Context: an optimization exercise on an open-source flow, tuned for small area and a short achievable clock period. The choices shown serve that exercise and are no tape-out recipe.
The RTL was checked by simulation tests, not by an equivalence proof against the original design.
Power figures rest on the tool's default switching activity, not on a simulated workload.

branch willow:
==> flow/design.v <==
package fpu_pkg;
	typedef struct packed {
		logic                  sign;
		logic [8-1:0] exp;
		logic [23-1:0] man;    
	} fpu_float_t;
	typedef struct packed {
		logic [5:0] op1;    
		logic [4:0] fmt;    
		logic [5:0] op2;    
	} fpu_instr_t;
	typedef enum logic [2:0] {
		OP_ADD,
		OP_SUB,
		OP_ABS,
		OP_NEG,
		OP_FTOI,
		OP_ITOF,
		OP_INVALID
	} fpu_op_t;
	typedef struct packed {
		logic [32-1:0] value;
		logic [4-1:0]  exc;    
	} fpu_res_t;
endpackage
`timescale 1ns/1ps
`default_nettype none
module fpu_lzc #(
	parameter int LOG = 6
) (
	input  logic [(1<<LOG)-1:0] value,
	output logic [LOG-1:0]      count
);
	localparam int N = 1 << LOG;
	logic [N-1:0]   v [LOG+1];
	logic [LOG-1:0] c [LOG+1][N];
	genvar l, j;
	generate
		for (j = 0; j < N; j++) begin : g_leaf
			assign v[0][j] = value[N-1-j];
			assign c[0][j] = '0;
		end
		for (l = 1; l <= LOG; l++) begin : g_lvl
			for (j = 0; j < (N >> l); j++) begin : g_node
				assign v[l][j] = v[l-1][2*j] | v[l-1][2*j+1];
				if (l == 1) begin : g_first
					assign c[l][j] = LOG'(~v[0][2*j]);
				end else begin : g_rest
					assign c[l][j] = v[l-1][2*j] ? LOG'(c[l-1][2*j][l-2:0])
					                             : LOG'({1'b1, c[l-1][2*j+1][l-2:0]});
				end
			end
			for (j = (N >> l); j < N; j++) begin : g_pad
				assign v[l][j] = 1'b0;
				assign c[l][j] = '0;
			end
		end
	endgenerate
	assign count = c[LOG][0];
endmodule
`default_nettype wire
`default_nettype none
module fpu_pfx_add #(
	parameter int W = 32
) (
	input  logic [W-1:0] x,
	input  logic [W-1:0] y,
	input  logic         cin,
	output logic [W:0]   s
);
	localparam int N = W + 1;
	localparam int L = $clog2(N);
	logic [N-1:0] g [L+1];
	logic [N-1:0] p [L+1];
	always_comb begin
		g[0] = {x & y, cin};
		p[0] = {x ^ y, 1'b0};
		for (int l = 0; l < L; l++) begin
			for (int i = 0; i < N; i++) begin
				if (((i >> l) & 1) != 0) begin
					g[l+1][i] = g[l][i] | (p[l][i] & g[l][((i >> l) << l) - 1]);
					p[l+1][i] = p[l][i] & p[l][((i >> l) << l) - 1];
				end else begin
					g[l+1][i] = g[l][i];
					p[l+1][i] = p[l][i];
				end
			end
		end
	end
	assign s = {1'b0, x ^ y} ^ g[L];
endmodule
`default_nettype wire
`timescale 1ns/1ps
`default_nettype none
module fpu_addsub (
	input  fpu_pkg::fpu_instr_t        instr,
	input  fpu_pkg::fpu_float_t        a,
	input  fpu_pkg::fpu_float_t        b,
	output logic [34:0]                s,           
	output logic [8-1:0]      e_w,         
	output logic                       sign,        
	output logic                       float_sel,   
	output logic                       addsub,
	output logic                       eff_sub,     
	output logic                       spec,        
	output logic                       qnan,        
	output logic                       ftoi_ovf,
	output logic                       ftoi_nan,
	output logic                       invalid
);
	localparam int EW = 8;
	localparam int MW = 23;
	wire cop1   = (instr.op1 == 6'b010001);
	wire fmt_s  = (instr.fmt == 5'b10000);
	wire op_as  = cop1 && fmt_s && (instr.op2[5:1] == 5'd0);
	wire op_abs = cop1 && fmt_s && (instr.op2 == 6'b000101);
	wire op_neg = cop1 && fmt_s && (instr.op2 == 6'b000111);
	wire op_f2i = cop1 && (instr.fmt == 5'b00000) && (instr.op2 == 6'b000000);
	wire op_i2f = cop1 && (instr.fmt == 5'b00100) && (instr.op2 == 6'b000000);
	wire a_ez   = (a.exp == '0);
	wire b_ez   = (b.exp == '0);
	wire a_spec = &a.exp;
	wire b_spec = &b.exp;
	wire a_nan  = a_spec && (a.man != '0);
	wire b_nan  = b_spec && (b.man != '0);
	wire [MW:0]   a_m = {!a_ez, a.man};
	wire [MW:0]   b_m = {!b_ez, b.man};
	wire [EW-1:0] a_e = {a.exp[EW-1:1], a.exp[0] | a_ez};
	wire [EW-1:0] b_e = {b.exp[EW-1:1], b.exp[0] | b_ez};
	wire b_sign = b.sign ^ instr.op2[0];
	wire es     = a.sign ^ b_sign;
	logic [24:0] mge_s;
	fpu_pfx_add #(.W(24)) u_cmp (
		.x  (a_m),
		.y  (~b_m),
		.cin(1'b1),
		.s  (mge_s)
	);
	wire sp     = a_spec || b_spec;
	wire f_big  = (a.exp > 8'd158) || ((a.exp == 8'd158) && !(a.sign && (a.man == '0)));
	wire f_ok   = !f_big;
	wire [EW:0]   d_ab = {1'b0, a_e} - {1'b0, b_e};
	wire [EW-1:0] d_ba = b_e - a_e;
	wire [EW-1:0] d_f  = 8'd158 - a_e;
	wire [EW-1:0] d    = op_f2i ? d_f : d_ab[EW] ? d_ba : d_ab[EW-1:0];
	wire          a_ge = !d_ab[EW] && ((d_ab[EW-1:0] != '0) || mge_s[24]);
	wire w_a    = a_ge && !b_nan;    
	wire sel_lb = op_as && !sp && w_a;
	wire sel_la = (op_as && !sp && !w_a) || (op_f2i && f_ok);
	wire [MW:0] m_l = sel_lb ? b_m : (sel_la ? a_m : '0);
	wire [32:0] f = (d[7:6] != 2'b00) ? 33'd0 : ({m_l, 9'b0} >> d[5:0]);
	logic [MW:0] m_or;
	logic        st;
	always_comb begin
		m_or[0] = m_l[0];
		for (int i = 1; i <= MW; i++)
			m_or[i] = m_or[i-1] | m_l[i];
		st = 1'b0;
		for (int i = 10; i < 34; i++)
			if (d == EW'(i))
				st = m_or[i-10];
		if (d >= 8'd34)
			st = m_or[MW];
	end
	wire [MW:0]  m_w = w_a ? a_m : b_m;
	wire [31:0]  x1n = {op_neg & ~a.sign, a.exp, a.man};
	wire [33:0]  x   = (op_abs | op_neg) ? {x1n, 2'b00} :
	                   op_as ? {m_w, 10'b0} : 34'd0;
	wire [33:0]  y   = {f, st} | (op_i2f ? {b, 2'b00} : 34'd0);
	wire sub = (op_as && !sp && es) || (op_f2i && a.sign) || (op_i2f && b.sign);
	wire [33:0] yx  = {y[33:1] ^ {33{sub}}, op_f2i | (y[0] ^ sub)};
	wire        y34 = sub && !op_i2f;
	wire        cin = sub || op_f2i;
	logic [35:0] s_full;
	fpu_pfx_add #(.W(35)) u_add (
		.x  ({1'b0, x}),
		.y  ({y34, yx}),
		.cin(cin),
		.s  (s_full)
	);
	assign s = s_full[34:0];
	assign e_w       = op_as ? (w_a ? a_e : b_e) : 8'd158;
	assign float_sel = op_as | op_i2f;
	assign addsub    = op_as;
	assign eff_sub   = op_as & es;
	assign spec      = op_as & sp;
	wire w_sign  = a_ge ? a.sign : b_sign;
	wire sp_sign = (a_spec && !b_spec) ? a.sign :
	               (!a_spec && b_spec) ? b_sign :
	               b_nan ? b.sign :
	               a_nan ? a.sign :
	               (es | a.sign);
	assign sign = op_as ? (sp ? sp_sign : w_sign) : b.sign;
	assign qnan = op_as & (a_nan | b_nan | (a_spec & b_spec & es));
	assign ftoi_nan = op_f2i & a_nan;
	assign ftoi_ovf = op_f2i & !a_nan & f_big;
	assign invalid  = !(op_as | op_abs | op_neg | op_f2i | op_i2f);
endmodule
`default_nettype wire
`timescale 1ns/1ps
`default_nettype none
module fpu_convert (
	input  logic [34:0]           s,
	input  logic [8-1:0] e_w,
	input  logic                  sign,
	input  logic                  float_sel,
	input  logic                  addsub,
	input  logic                  eff_sub,
	input  logic                  spec,
	input  logic                  qnan,
	input  logic                  ftoi_ovf,
	input  logic                  ftoi_nan,
	input  logic                  invalid,
	output fpu_pkg::fpu_res_t     result
);
	localparam int EW = 8;
	localparam int MW = 23;
	logic [34:0] mark;
	always_comb begin
		for (int i = 0; i < 35; i++)
			mark[i] = (e_w == EW'(34 - i));
	end
	logic [5:0] lz;
	fpu_lzc #(
		.LOG(6)
	) u_lzc (
		.value({s | mark, 1'b1, 28'd0}),
		.count(lz)
	);
	wire [34:0]   n    = s << lz;
	wire [MW:0]   m    = n[34:11];
	wire          g    = n[10];
	wire          st   = |n[9:0];
	wire          rnd  = g & (m[0] | st);
	logic [MW+1:0] m_r;
	fpu_pfx_add #(.W(MW+1)) u_rnd (
		.x  (m),
		.y  ('0),
		.cin(rnd),
		.s  (m_r)
	);
	wire [EW:0]   e0   = {1'b0, e_w} + 9'd1 - {3'b0, lz};
	wire [EW:0]   e1   = e0 + 9'd1;
	wire          cy   = m_r[MW+1];
	wire [EW-1:0] e_r  = cy ? e1[EW-1:0] : e0[EW-1:0];
	wire          big  = e0[EW] | (&e0[EW-1:0]);
	wire          ovf  = big | (cy & (e0 == 9'd254));
	wire          hid  = m_r[MW+1] | m_r[MW];
	wire          zero = (s == '0);
	wire          sgn  = sign & !(eff_sub & zero);
	wire [EW-1:0] f_exp = big ? 8'hff : (hid ? e_r : 8'd0);
	wire [MW-1:0] f_man = (big & !spec) ? 23'd0 : {m_r[MW-1] | qnan, m_r[MW-2:0]};
	wire [31:0]   f_val = {sgn, f_exp, f_man};
	assign result.value = float_sel ? f_val : s[33:2];
	assign result.exc   = {invalid, 1'b0, ftoi_nan, ftoi_ovf | (addsub & !spec & ovf)};
endmodule
`default_nettype wire
`timescale 1ns/1ps
`default_nettype none
module fpu_issue (
	input  logic                  clk,
	input  logic                  arst_n,
	input  logic                  issue,
	input  logic [34:0]           s_d,
	input  logic [8-1:0] e_d,
	input  logic [8:0]            f_d,
	output logic [34:0]           s_q,
	output logic [8-1:0] e_q,
	output logic [8:0]            f_q,
	output logic                  done
);
	always_ff @(posedge clk) begin
		s_q <= s_d;
		e_q <= e_d;
		f_q <= f_d;
	end
	always_ff @(posedge clk or negedge arst_n) begin
		if (!arst_n)
			done <= 1'b0;
		else
			done <= issue;
	end
endmodule
`default_nettype wire
`timescale 1ns/1ps
`default_nettype none
module fpu_top (
	input  logic                   clk,
	input  logic                   arst_n,
	input  logic                   issue,
	input  fpu_pkg::fpu_instr_t    instr,
	input  logic [32-1:0] x1,
	input  logic [32-1:0] x2,
	output fpu_pkg::fpu_res_t      result,
	output logic                   done
);
	logic [34:0]           s_d, s_q;
	logic [8-1:0] e_d, e_q;
	logic [8:0]            f_d, f_q;
	fpu_addsub u_addsub (
		.instr    (instr),
		.a        (x1),
		.b        (x2),
		.s        (s_d),
		.e_w      (e_d),
		.sign     (f_d[0]),
		.float_sel(f_d[1]),
		.addsub   (f_d[2]),
		.eff_sub  (f_d[3]),
		.spec     (f_d[4]),
		.qnan     (f_d[5]),
		.ftoi_ovf (f_d[6]),
		.ftoi_nan (f_d[7]),
		.invalid  (f_d[8])
	);
	fpu_issue u_issue (
		.clk   (clk),
		.arst_n(arst_n),
		.issue (issue),
		.s_d   (s_d),
		.e_d   (e_d),
		.f_d   (f_d),
		.s_q   (s_q),
		.e_q   (e_q),
		.f_q   (f_q),
		.done  (done)
	);
	fpu_convert u_convert (
		.s        (s_q),
		.e_w      (e_q),
		.sign     (f_q[0]),
		.float_sel(f_q[1]),
		.addsub   (f_q[2]),
		.eff_sub  (f_q[3]),
		.spec     (f_q[4]),
		.qnan     (f_q[5]),
		.ftoi_ovf (f_q[6]),
		.ftoi_nan (f_q[7]),
		.invalid  (f_q[8]),
		.result   (result)
	);
endmodule
`default_nettype wire
Settings: LEC_CHECK=0, ABC_AREA=1, CAP_MARGIN=50, CORE_MARGIN=2, CORE_UTILIZATION=50, PLACE_DENSITY=0.65, SLEW_MARGIN=70; clock period 19.0 ns.
standard.sh (not shown) runs the stock make flow with config.mk's settings and CLKGATE_MAP_FILE= SYNTH_SCRIPT=/design/flow/synth_recipe.tcl, a recipe that flattens the netlist after the stock synthesis.
==> flow/flow/run.sh <==
#!/bin/bash
# Layout flow: the standard layout (standard.sh, with its standard synthesis unchanged)
# with two changes to how the layout is optimised, none to the constraints:
#  - every port still gets a buffer, but a sky130_fd_sc_hd__buf_2 rather than the default
#    cell buffer_ports picks;
#  - the resizer's repair_timing aims for 8 ns of setup slack, so it works on the
#    critical paths although the 19 ns clock is met anyway.
# make's output goes to standard.log; each ORFS step's tool log is copied to tool_logs/.
set -e
bash standard.sh finish SETUP_SLACK_MARGIN=8 "BUFFER_PORTS_ARGS=-buffer_cell sky130_fd_sc_hd__buf_2" > standard.log 2>&1
mkdir -p tool_logs
cp orfs/logs/*/*/*/*.log tool_logs/ 2>/dev/null || true
The inputs of branch maple differ from those of branch willow as listed below.
-- flow/design.v --
<<< branch willow, line 150
	wire [MW:0] m_l = sel_lb ? b_m : (sel_la ? a_m : '0);
	wire [32:0] f = (d[7:6] != 2'b00) ? 33'd0 : ({m_l, 9'b0} >> d[5:0]);
	logic [MW:0] m_or;
	logic        st;
	always_comb begin
		m_or[0] = m_l[0];
		for (int i = 1; i <= MW; i++)
			m_or[i] = m_or[i-1] | m_l[i];
		st = 1'b0;
		for (int i = 10; i < 34; i++)
			if (d == EW'(i))
				st = m_or[i-10];
		if (d >= 8'd34)
			st = m_or[MW];
	end
	wire [MW:0]  m_w = w_a ? a_m : b_m;
>>> branch maple, line 150
	wire [MW:0] m_l = sel_lb ? b_m : (sel_la ? a_m : '0);
	wire [32:0] f = (d[7:6] != 2'b00) ? 33'd0 : ({m_l, 9'b0} >> d[5:0]);
	logic [MW:0] m_or [6];
	logic        st;
	always_comb begin
		m_or[0] = m_l;
		for (int l = 0; l < 5; l++)
			for (int i = 0; i <= MW; i++)
				m_or[l+1][i] = m_or[l][i] |
				               ((((i >> l) & 1) != 0) ? m_or[l][((i >> l) << l) - 1] : 1'b0);
		st = 1'b0;
		for (int i = 10; i < 34; i++)
			if (d == EW'(i))
				st = m_or[5][i-10];
		if (d >= 8'd34)
			st = m_or[5][MW];
	end
	wire [MW:0]  m_w = w_a ? a_m : b_m;
<<< branch willow, line 228
		.count(lz)
	);
	wire [34:0]   n    = s << lz;
	wire [MW:0]   m    = n[34:11];
	wire          g    = n[10];
>>> branch maple, line 230
		.count(lz)
	);
	logic [34:0] n;
	always_comb begin
		n = s;
		for (int k = 5; k >= 0; k--)
			if (lz[k])
				n = n << (1 << k);
	end
	wire [MW:0]   m    = n[34:11];
	wire          g    = n[10];
### Flow results
- Delta (branch maple minus branch willow): clock power went up about 10%; met1 track demand over resource in global routing +2.1 points; maximum clock frequency grew by 1.5%; leakage power summed over all cells saw a decrease.
- Taking branch willow as the reference, in branch maple overall power of the completed layout moved down; instance area at placement lost 4.1%; largest fanout on the critical path decreased about 23%; non-clock buffer contribution to total cell area now sits lower; number of cells on the critical path has decreased.
- branch maple vs branch willow: relative area change from synthesis to final layout up in branch maple
- Comparing the two runs side by side, branch maple comes out ahead of branch willow on summed instance area of the synthesized netlist.

==> afterwards: timing with drivers on the ports <==
No port has a modelled driver above. Below, the same layouts with a new extraction and two added sets of constraints. Step 1 (the two cells are an assumption about what drives the block):
set clk [get_ports {clk}]
set_driving_cell -lib_cell sky130_fd_sc_hd__clkbuf_16 $clk
set_driving_cell -lib_cell sky130_fd_sc_hd__buf_2 [delete_from_list [all_inputs] $clk]
Step 2 moves the port delays by t, midway between the first and last clock arrival at a register: inputs arrive t later, outputs are due t later. That takes back most of the time a late clock gives input paths. Slacks: ideal / step 1 / step 2; pairs: ideal / step 1.
run	t, ns	slack for setup (ns)	worst setup path after step 2	worst register clock-pin slew, ns
branch willow	0.333	8.395 / 8.415 / 8.082	input to register	0.07 / 0.07
branch maple	0.325	8.548 / 8.567 / 8.243	input to register	0.07 / 0.07
After both steps every run listed still meets setup and hold. For branch willow, which loses most, drivers alone change the setup slack by +0.020 ns; drivers and shift together by -0.313 ns.
